This is an optimization exercise on Yosys and OpenROAD, whose aim is small area and a short achievable clock period, not a production implementation.
RTL that was checked went through simulation tests only; none was proved equivalent to the original.

==> wip/tundra: inputs <==
// grad_top
module grad_top (
    input  wire logic        clk,
    input  wire logic        rst,
    input  wire logic        in_valid,
    input  wire logic        sof,
    input  wire logic [7:0]  pixel,
    output logic             out_valid,
    output logic [32:0]      grad
);
export LEC_CHECK = 0
export CAP_MARGIN = 20
export CORE_MARGIN = 2
export CORE_UTILIZATION = 60
export SLEW_MARGIN = 20
export SYNTH_HIERARCHICAL = 1
create_clock -name core_clock -period 26.0 [get_ports {clk}]
standard.sh (not shown) runs the stock make flow with config.mk's settings and CLKGATE_MAP_FILE= SYNTH_SCRIPT=/design/flow/synth_recipe.tcl, a recipe that flattens the netlist after the stock synthesis.
==> flow/flow/run.sh <==
#!/bin/bash
# The standard layout (the standard.sh: ORFS with the standard synthesis
# and the standard flow's config.mk and SDC), with a larger setup margin for ORFS's timing
# repair so that it keeps shortening paths past the design's generous period.
set -euo pipefail
MARGIN=$(cat flow/margin.txt)
bash standard.sh SETUP_SLACK_MARGIN=$MARGIN finish > standard.log 2>&1
==> flow/flow/margin.txt <==
14
==> inputs of wip/cedar, as changes to wip/tundra <==
--- a/flow/design.v
+++ b/flow/design.v
@@ -199,12 +199,15 @@
     wire [7:0] div_r7_r;
     div_r7 u_div_r7 (.t({r2_R[7], r2_R[6], r2_R[5], r2_R[4], r2_R[3], r2_R[2], r2_R[1], r2_R[0]}), .d({r2_D[7], r2_D[6], r2_D[5], r2_D[4], r2_D[3], r2_D[2], r2_D[1], r2_D[0]}), .o_q(div_r7_q), .o_r(div_r7_r));
     wire [1:0] div_r8_q;
     wire [7:0] div_r8_r;
     div_r8 u_div_r8 (.t({div_r7_r[7], div_r7_r[6], div_r7_r[5], div_r7_r[4], div_r7_r[3], div_r7_r[2], div_r7_r[1], div_r7_r[0]}), .d({r2_D[7], r2_D[6], r2_D[5], r2_D[4], r2_D[3], r2_D[2], r2_D[1], r2_D[0]}), .d3({r2_D3[9], r2_D3[8], r2_D3[7], r2_D3[6], r2_D3[5], r2_D3[4], r2_D3[3], r2_D3[2], r2_D3[1], r2_D3[0]}), .o_q(div_r8_q), .o_r(div_r8_r));
+    wire [17:0] tan_pre_ha;
+    wire [17:0] tan_pre_hb;
+    tan_pre u_tan_pre (.qh({r2_q[0], r2_q[1], r2_q[2], r2_q[3], r2_q[4], r2_q[5], r2_q[6], r2_q[7], r2_q[8], r2_q[9], r2_q[10], r2_q[11], r2_q[12], r2_q[13], div_r7_q[0], div_r8_q[1], div_r8_q[0]}), .f({r2_ovf[0], r2_vz[0], r2_neg[0]}), .o_ha(tan_pre_ha), .o_hb(tan_pre_hb));
     wire [19:0] div_r9_tan;
-    div_r9 u_div_r9 (.t({div_r8_r[7], div_r8_r[6], div_r8_r[5], div_r8_r[4], div_r8_r[3], div_r8_r[2], div_r8_r[1], div_r8_r[0]}), .d({r2_D[7], r2_D[6], r2_D[5], r2_D[4], r2_D[3], r2_D[2], r2_D[1], r2_D[0]}), .qh({r2_q[0], r2_q[1], r2_q[2], r2_q[3], r2_q[4], r2_q[5], r2_q[6], r2_q[7], r2_q[8], r2_q[9], r2_q[10], r2_q[11], r2_q[12], r2_q[13], div_r7_q[0], div_r8_q[1], div_r8_q[0]}), .f({r2_ovf[0], r2_vz[0], r2_neg[0]}), .d3({r2_D3[9], r2_D3[8], r2_D3[7], r2_D3[6], r2_D3[5], r2_D3[4], r2_D3[3], r2_D3[2], r2_D3[1], r2_D3[0]}), .o_tan(div_r9_tan));
+    div_r9 u_div_r9 (.t({div_r8_r[7], div_r8_r[6], div_r8_r[5], div_r8_r[4], div_r8_r[3], div_r8_r[2], div_r8_r[1], div_r8_r[0]}), .d({r2_D[7], r2_D[6], r2_D[5], r2_D[4], r2_D[3], r2_D[2], r2_D[1], r2_D[0]}), .ha({tan_pre_ha[17], tan_pre_ha[16], tan_pre_ha[15], tan_pre_ha[14], tan_pre_ha[13], tan_pre_ha[12], tan_pre_ha[11], tan_pre_ha[10], tan_pre_ha[9], tan_pre_ha[8], tan_pre_ha[7], tan_pre_ha[6], tan_pre_ha[5], tan_pre_ha[4], tan_pre_ha[3], tan_pre_ha[2], tan_pre_ha[1], tan_pre_ha[0]}), .hb({tan_pre_hb[17], tan_pre_hb[16], tan_pre_hb[15], tan_pre_hb[14], tan_pre_hb[13], tan_pre_hb[12], tan_pre_hb[11], tan_pre_hb[10], tan_pre_hb[9], tan_pre_hb[8], tan_pre_hb[7], tan_pre_hb[6], tan_pre_hb[5], tan_pre_hb[4], tan_pre_hb[3], tan_pre_hb[2], tan_pre_hb[1], tan_pre_hb[0]}), .f({r2_ovf[0], r2_vz[0], r2_neg[0]}), .d3({r2_D3[9], r2_D3[8], r2_D3[7], r2_D3[6], r2_D3[5], r2_D3[4], r2_D3[3], r2_D3[2], r2_D3[1], r2_D3[0]}), .o_tan(div_r9_tan));
     wire [0:0] sq_r10_ge;
     wire [11:0] sq_r10_rem;
     sq_r10 u_sq_r10 (.c({r2_rem[10], r2_rem[9], r2_rem[8], r2_rem[7], r2_rem[6], r2_rem[5], r2_rem[4], r2_rem[3], r2_rem[2], r2_rem[1], r2_rem[0]}), .root({r2_root[9], r2_root[8], r2_root[7], r2_root[6], r2_root[5], r2_root[4], r2_root[3], r2_root[2], r2_root[1], r2_root[0]}), .o_ge(sq_r10_ge), .o_rem(sq_r10_rem));
     wire [0:0] sq_r11_ge;
     wire [12:0] sq_r11_rem;
@@ -3534,14 +3537,29 @@
     wire m3097 = c2970 ? x2983 : m3096;
     wire m3098 = c3053 ? x3067 : m3097;
     assign o_q = {c2970, o3074};
     assign o_r = {m3098, m3095, m3092, m3089, m3086, m3083, m3080, m3077};
 endmodule
+module tan_pre (
+    input  wire [16:0] qh,
+    input  wire [2:0] f,
+    output wire [17:0] o_ha,
+    output wire [17:0] o_hb
+);
+    wire [17:0] qh_e = {1'b0, {qh[16], qh[15], qh[14], qh[13], qh[12], qh[11], qh[10], qh[9], qh[8], qh[7], qh[6], qh[5], qh[4], qh[3], qh[2], qh[1], qh[0]}};
+    wire [17:0] qh_n = -qh_e;
+    wire [17:0] sat = f[0] ? {1'b1, 17'd0} : {1'b0, {17{1'b1}}};
+    wire [17:0] ha = f[1] ? 18'd0 : f[2] ? sat : f[0] ? qh_n : qh_e;
+    wire [17:0] hb = f[1] ? 18'd0 : f[2] ? sat : f[0] ? ~qh_e : qh_e;
+    assign o_ha = {ha[17], ha[16], ha[15], ha[14], ha[13], ha[12], ha[11], ha[10], ha[9], ha[8], ha[7], ha[6], ha[5], ha[4], ha[3], ha[2], ha[1], ha[0]};
+    assign o_hb = {hb[17], hb[16], hb[15], hb[14], hb[13], hb[12], hb[11], hb[10], hb[9], hb[8], hb[7], hb[6], hb[5], hb[4], hb[3], hb[2], hb[1], hb[0]};
+endmodule
 module div_r9 (
     input  wire [7:0] t,
     input  wire [7:0] d,
-    input  wire [16:0] qh,
+    input  wire [17:0] ha,
+    input  wire [17:0] hb,
     input  wire [2:0] f,
     input  wire [9:0] d3,
     output wire [19:0] o_tan
 );
     wire i3099 = ~d[0];
@@ -3728,19 +3746,15 @@
     wire c3280 = c3276 | (a3277 & i3216);
     wire c3281 = c3278 | (a3279 & a3242);
     wire i3282 = ~c3215;
     wire a3283 = c3155 & i3282;
     wire o3284 = c3281 | a3283;
-    wire [17:0] qh_e = {1'b0, {qh[16], qh[15], qh[14], qh[13], qh[12], qh[11], qh[10], qh[9], qh[8], qh[7], qh[6], qh[5], qh[4], qh[3], qh[2], qh[1], qh[0]}};
-    wire [17:0] qh_n = -qh_e;
     wire [1:0] ql_v = {c3215, o3284};
     wire [1:0] ql_n = -ql_v;
-    wire [19:0] tneg = (ql_v == 2'd0) ? {qh_n, 2'd0} : {~qh_e, ql_n};
-    wire [19:0] tpos = {qh_e, ql_v};
-    wire [19:0] tn = f[1] ? 20'd0 :
-                     f[2] ? (f[0] ? 20'h80000 : 20'h7ffff) :
-                     f[0] ? tneg : tpos;
+    wire [1:0] lo = f[1] ? 2'd0 : f[2] ? {2{~f[0]}} : f[0] ? ql_n : ql_v;
+    wire [17:0] hi = (ql_v == 2'd0) ? {ha[17], ha[16], ha[15], ha[14], ha[13], ha[12], ha[11], ha[10], ha[9], ha[8], ha[7], ha[6], ha[5], ha[4], ha[3], ha[2], ha[1], ha[0]} : {hb[17], hb[16], hb[15], hb[14], hb[13], hb[12], hb[11], hb[10], hb[9], hb[8], hb[7], hb[6], hb[5], hb[4], hb[3], hb[2], hb[1], hb[0]};
+    wire [19:0] tn = {hi, lo};
     assign o_tan = {tn[19], tn[18], tn[17], tn[16], tn[15], tn[14], tn[13], tn[12], tn[11], tn[10], tn[9], tn[8], tn[7], tn[6], tn[5], tn[4], tn[3], tn[2], tn[1], tn[0]};
 endmodule
 module sq_r10 (
     input  wire [10:0] c,
     input  wire [9:0] root,
- CORE_UTILIZATION: 60 -> 40
==> inputs of wip/maple, as changes to wip/tundra <==
--- a/flow/design.v
+++ b/flow/design.v
@@ -199,12 +199,15 @@
     wire [7:0] div_r7_r;
     div_r7 u_div_r7 (.t({r2_R[7], r2_R[6], r2_R[5], r2_R[4], r2_R[3], r2_R[2], r2_R[1], r2_R[0]}), .d({r2_D[7], r2_D[6], r2_D[5], r2_D[4], r2_D[3], r2_D[2], r2_D[1], r2_D[0]}), .o_q(div_r7_q), .o_r(div_r7_r));
     wire [1:0] div_r8_q;
     wire [7:0] div_r8_r;
     div_r8 u_div_r8 (.t({div_r7_r[7], div_r7_r[6], div_r7_r[5], div_r7_r[4], div_r7_r[3], div_r7_r[2], div_r7_r[1], div_r7_r[0]}), .d({r2_D[7], r2_D[6], r2_D[5], r2_D[4], r2_D[3], r2_D[2], r2_D[1], r2_D[0]}), .d3({r2_D3[9], r2_D3[8], r2_D3[7], r2_D3[6], r2_D3[5], r2_D3[4], r2_D3[3], r2_D3[2], r2_D3[1], r2_D3[0]}), .o_q(div_r8_q), .o_r(div_r8_r));
+    wire [17:0] tan_pre_ha;
+    wire [17:0] tan_pre_hb;
+    tan_pre u_tan_pre (.qh({r2_q[0], r2_q[1], r2_q[2], r2_q[3], r2_q[4], r2_q[5], r2_q[6], r2_q[7], r2_q[8], r2_q[9], r2_q[10], r2_q[11], r2_q[12], r2_q[13], div_r7_q[0], div_r8_q[1], div_r8_q[0]}), .f({r2_ovf[0], r2_vz[0], r2_neg[0]}), .o_ha(tan_pre_ha), .o_hb(tan_pre_hb));
     wire [19:0] div_r9_tan;
-    div_r9 u_div_r9 (.t({div_r8_r[7], div_r8_r[6], div_r8_r[5], div_r8_r[4], div_r8_r[3], div_r8_r[2], div_r8_r[1], div_r8_r[0]}), .d({r2_D[7], r2_D[6], r2_D[5], r2_D[4], r2_D[3], r2_D[2], r2_D[1], r2_D[0]}), .qh({r2_q[0], r2_q[1], r2_q[2], r2_q[3], r2_q[4], r2_q[5], r2_q[6], r2_q[7], r2_q[8], r2_q[9], r2_q[10], r2_q[11], r2_q[12], r2_q[13], div_r7_q[0], div_r8_q[1], div_r8_q[0]}), .f({r2_ovf[0], r2_vz[0], r2_neg[0]}), .d3({r2_D3[9], r2_D3[8], r2_D3[7], r2_D3[6], r2_D3[5], r2_D3[4], r2_D3[3], r2_D3[2], r2_D3[1], r2_D3[0]}), .o_tan(div_r9_tan));
+    div_r9 u_div_r9 (.t({div_r8_r[7], div_r8_r[6], div_r8_r[5], div_r8_r[4], div_r8_r[3], div_r8_r[2], div_r8_r[1], div_r8_r[0]}), .d({r2_D[7], r2_D[6], r2_D[5], r2_D[4], r2_D[3], r2_D[2], r2_D[1], r2_D[0]}), .ha({tan_pre_ha[17], tan_pre_ha[16], tan_pre_ha[15], tan_pre_ha[14], tan_pre_ha[13], tan_pre_ha[12], tan_pre_ha[11], tan_pre_ha[10], tan_pre_ha[9], tan_pre_ha[8], tan_pre_ha[7], tan_pre_ha[6], tan_pre_ha[5], tan_pre_ha[4], tan_pre_ha[3], tan_pre_ha[2], tan_pre_ha[1], tan_pre_ha[0]}), .hb({tan_pre_hb[17], tan_pre_hb[16], tan_pre_hb[15], tan_pre_hb[14], tan_pre_hb[13], tan_pre_hb[12], tan_pre_hb[11], tan_pre_hb[10], tan_pre_hb[9], tan_pre_hb[8], tan_pre_hb[7], tan_pre_hb[6], tan_pre_hb[5], tan_pre_hb[4], tan_pre_hb[3], tan_pre_hb[2], tan_pre_hb[1], tan_pre_hb[0]}), .f({r2_ovf[0], r2_vz[0], r2_neg[0]}), .d3({r2_D3[9], r2_D3[8], r2_D3[7], r2_D3[6], r2_D3[5], r2_D3[4], r2_D3[3], r2_D3[2], r2_D3[1], r2_D3[0]}), .o_tan(div_r9_tan));
     wire [0:0] sq_r10_ge;
     wire [11:0] sq_r10_rem;
     sq_r10 u_sq_r10 (.c({r2_rem[10], r2_rem[9], r2_rem[8], r2_rem[7], r2_rem[6], r2_rem[5], r2_rem[4], r2_rem[3], r2_rem[2], r2_rem[1], r2_rem[0]}), .root({r2_root[9], r2_root[8], r2_root[7], r2_root[6], r2_root[5], r2_root[4], r2_root[3], r2_root[2], r2_root[1], r2_root[0]}), .o_ge(sq_r10_ge), .o_rem(sq_r10_rem));
     wire [0:0] sq_r11_ge;
     wire [12:0] sq_r11_rem;
@@ -3534,14 +3537,29 @@
     wire m3097 = c2970 ? x2983 : m3096;
     wire m3098 = c3053 ? x3067 : m3097;
     assign o_q = {c2970, o3074};
     assign o_r = {m3098, m3095, m3092, m3089, m3086, m3083, m3080, m3077};
 endmodule
+module tan_pre (
+    input  wire [16:0] qh,
+    input  wire [2:0] f,
+    output wire [17:0] o_ha,
+    output wire [17:0] o_hb
+);
+    wire [17:0] qh_e = {1'b0, {qh[16], qh[15], qh[14], qh[13], qh[12], qh[11], qh[10], qh[9], qh[8], qh[7], qh[6], qh[5], qh[4], qh[3], qh[2], qh[1], qh[0]}};
+    wire [17:0] qh_n = -qh_e;
+    wire [17:0] sat = f[0] ? {1'b1, 17'd0} : {1'b0, {17{1'b1}}};
+    wire [17:0] ha = f[1] ? 18'd0 : f[2] ? sat : f[0] ? qh_n : qh_e;
+    wire [17:0] hb = f[1] ? 18'd0 : f[2] ? sat : f[0] ? ~qh_e : qh_e;
+    assign o_ha = {ha[17], ha[16], ha[15], ha[14], ha[13], ha[12], ha[11], ha[10], ha[9], ha[8], ha[7], ha[6], ha[5], ha[4], ha[3], ha[2], ha[1], ha[0]};
+    assign o_hb = {hb[17], hb[16], hb[15], hb[14], hb[13], hb[12], hb[11], hb[10], hb[9], hb[8], hb[7], hb[6], hb[5], hb[4], hb[3], hb[2], hb[1], hb[0]};
+endmodule
 module div_r9 (
     input  wire [7:0] t,
     input  wire [7:0] d,
-    input  wire [16:0] qh,
+    input  wire [17:0] ha,
+    input  wire [17:0] hb,
     input  wire [2:0] f,
     input  wire [9:0] d3,
     output wire [19:0] o_tan
 );
     wire i3099 = ~d[0];
@@ -3728,19 +3746,15 @@
     wire c3280 = c3276 | (a3277 & i3216);
     wire c3281 = c3278 | (a3279 & a3242);
     wire i3282 = ~c3215;
     wire a3283 = c3155 & i3282;
     wire o3284 = c3281 | a3283;
-    wire [17:0] qh_e = {1'b0, {qh[16], qh[15], qh[14], qh[13], qh[12], qh[11], qh[10], qh[9], qh[8], qh[7], qh[6], qh[5], qh[4], qh[3], qh[2], qh[1], qh[0]}};
-    wire [17:0] qh_n = -qh_e;
     wire [1:0] ql_v = {c3215, o3284};
     wire [1:0] ql_n = -ql_v;
-    wire [19:0] tneg = (ql_v == 2'd0) ? {qh_n, 2'd0} : {~qh_e, ql_n};
-    wire [19:0] tpos = {qh_e, ql_v};
-    wire [19:0] tn = f[1] ? 20'd0 :
-                     f[2] ? (f[0] ? 20'h80000 : 20'h7ffff) :
-                     f[0] ? tneg : tpos;
+    wire [1:0] lo = f[1] ? 2'd0 : f[2] ? {2{~f[0]}} : f[0] ? ql_n : ql_v;
+    wire [17:0] hi = (ql_v == 2'd0) ? {ha[17], ha[16], ha[15], ha[14], ha[13], ha[12], ha[11], ha[10], ha[9], ha[8], ha[7], ha[6], ha[5], ha[4], ha[3], ha[2], ha[1], ha[0]} : {hb[17], hb[16], hb[15], hb[14], hb[13], hb[12], hb[11], hb[10], hb[9], hb[8], hb[7], hb[6], hb[5], hb[4], hb[3], hb[2], hb[1], hb[0]};
+    wire [19:0] tn = {hi, lo};
     assign o_tan = {tn[19], tn[18], tn[17], tn[16], tn[15], tn[14], tn[13], tn[12], tn[11], tn[10], tn[9], tn[8], tn[7], tn[6], tn[5], tn[4], tn[3], tn[2], tn[1], tn[0]};
 endmodule
 module sq_r10 (
     input  wire [10:0] c,
     input  wire [9:0] root,
==> flow/flow/margin.txt (replaced) <==
15
- CORE_UTILIZATION: 60 -> 40
==> comparison <==
wip/tundra finished clean. wip/maple passed the timing, DRC and antenna checks. wip/cedar went through all stages and came out clean.
Cell count: wip/maple > wip/cedar > wip/tundra.
The highest hold slack belongs to wip/maple, the lowest to wip/tundra.
Between wip/cedar and wip/maple, the lower via count is in wip/cedar (gap about 3.3%, measured against wip/maple).
Synthesized cell count: wip/cedar is larger than wip/tundra (2.1%).
The lowest sequential share of layout area belongs to wip/maple, the highest to wip/cedar.
The lowest global-route usage belongs to wip/cedar, the highest to wip/tundra.
==> figures <==
| item | wip/cedar | wip/maple | wip/tundra |
|---|---|---|---|
| Clock buffer cells | 49 | 42 | 49 |
| Signal buf overhead | 4.31% | 6.18% | 5.77% |
| Status | timing/DRC/antenna clean | timing/DRC/antenna clean | timing/DRC/antenna clean |
| Compound-gate portion of the synthesized area | 19.9% | 19.9% | 19.9% |
| Number of gates given a new drive strength after cts | 71 | 289 | 199 |
| Yosys top cell area share | 27.5% | 27.5% | 27.9% |
| Effective utilization at floorplan | 40.3% | 40.3% | 60.3% |
| Number of non-clock buffers | 178 | 272 | 250 |
| Startpoint kind of the worst setup timing path | primary input | primary input | flip-flop |
| Slowest cell delay on critical path | 0.55 ns | 0.54 ns | 0.48 ns |
| Fraction of met1 tracks used by global routing | 23.6% | 23.9% | 34.8% |
| Adder and majority gate portion of the synthesized area | 9.00% | 9.00% | 9.23% |
| Via/cell ratio | 5.41 | 5.48 | 6.12 |
Testbench counts of wip/tundra, summed over its fixed seeds: latency cycles 75,055, results 75,055.
The RTL of wip/cedar and wip/maple was laid out without a check of its function.

==> afterwards: timing with drivers on the ports <==
No port has a modelled driver above. Below, the same layouts with a new extraction and two added sets of constraints. Step 1, drivers: a clkbuf_16 drives clk and a buf_2 each remaining input, both assumed. Step 2 moves the port delays by t, midway between the first and last clock arrival at a register: inputs arrive t later, outputs are due t later. That takes back most of the time a late clock gives input paths. Three values: no drivers, after step 1, after step 2; two values: the first two.
run | t, ns | setup slack, ns | slew at the worst register clock pin (ns) | cell pins on the clock port's net
wip/tundra | 0.617 | 13.307 / 13.247 / 13.260 | 0.06 / 0.06 | 1
wip/cedar | 0.630 | 13.960 / 13.954 / 13.324 | 0.06 / 0.06 | 1
wip/maple | 0.636 | 14.091 / 14.091 / 13.455 | 0.07 / 0.07 | 1
After both steps every run listed still meets setup and hold.
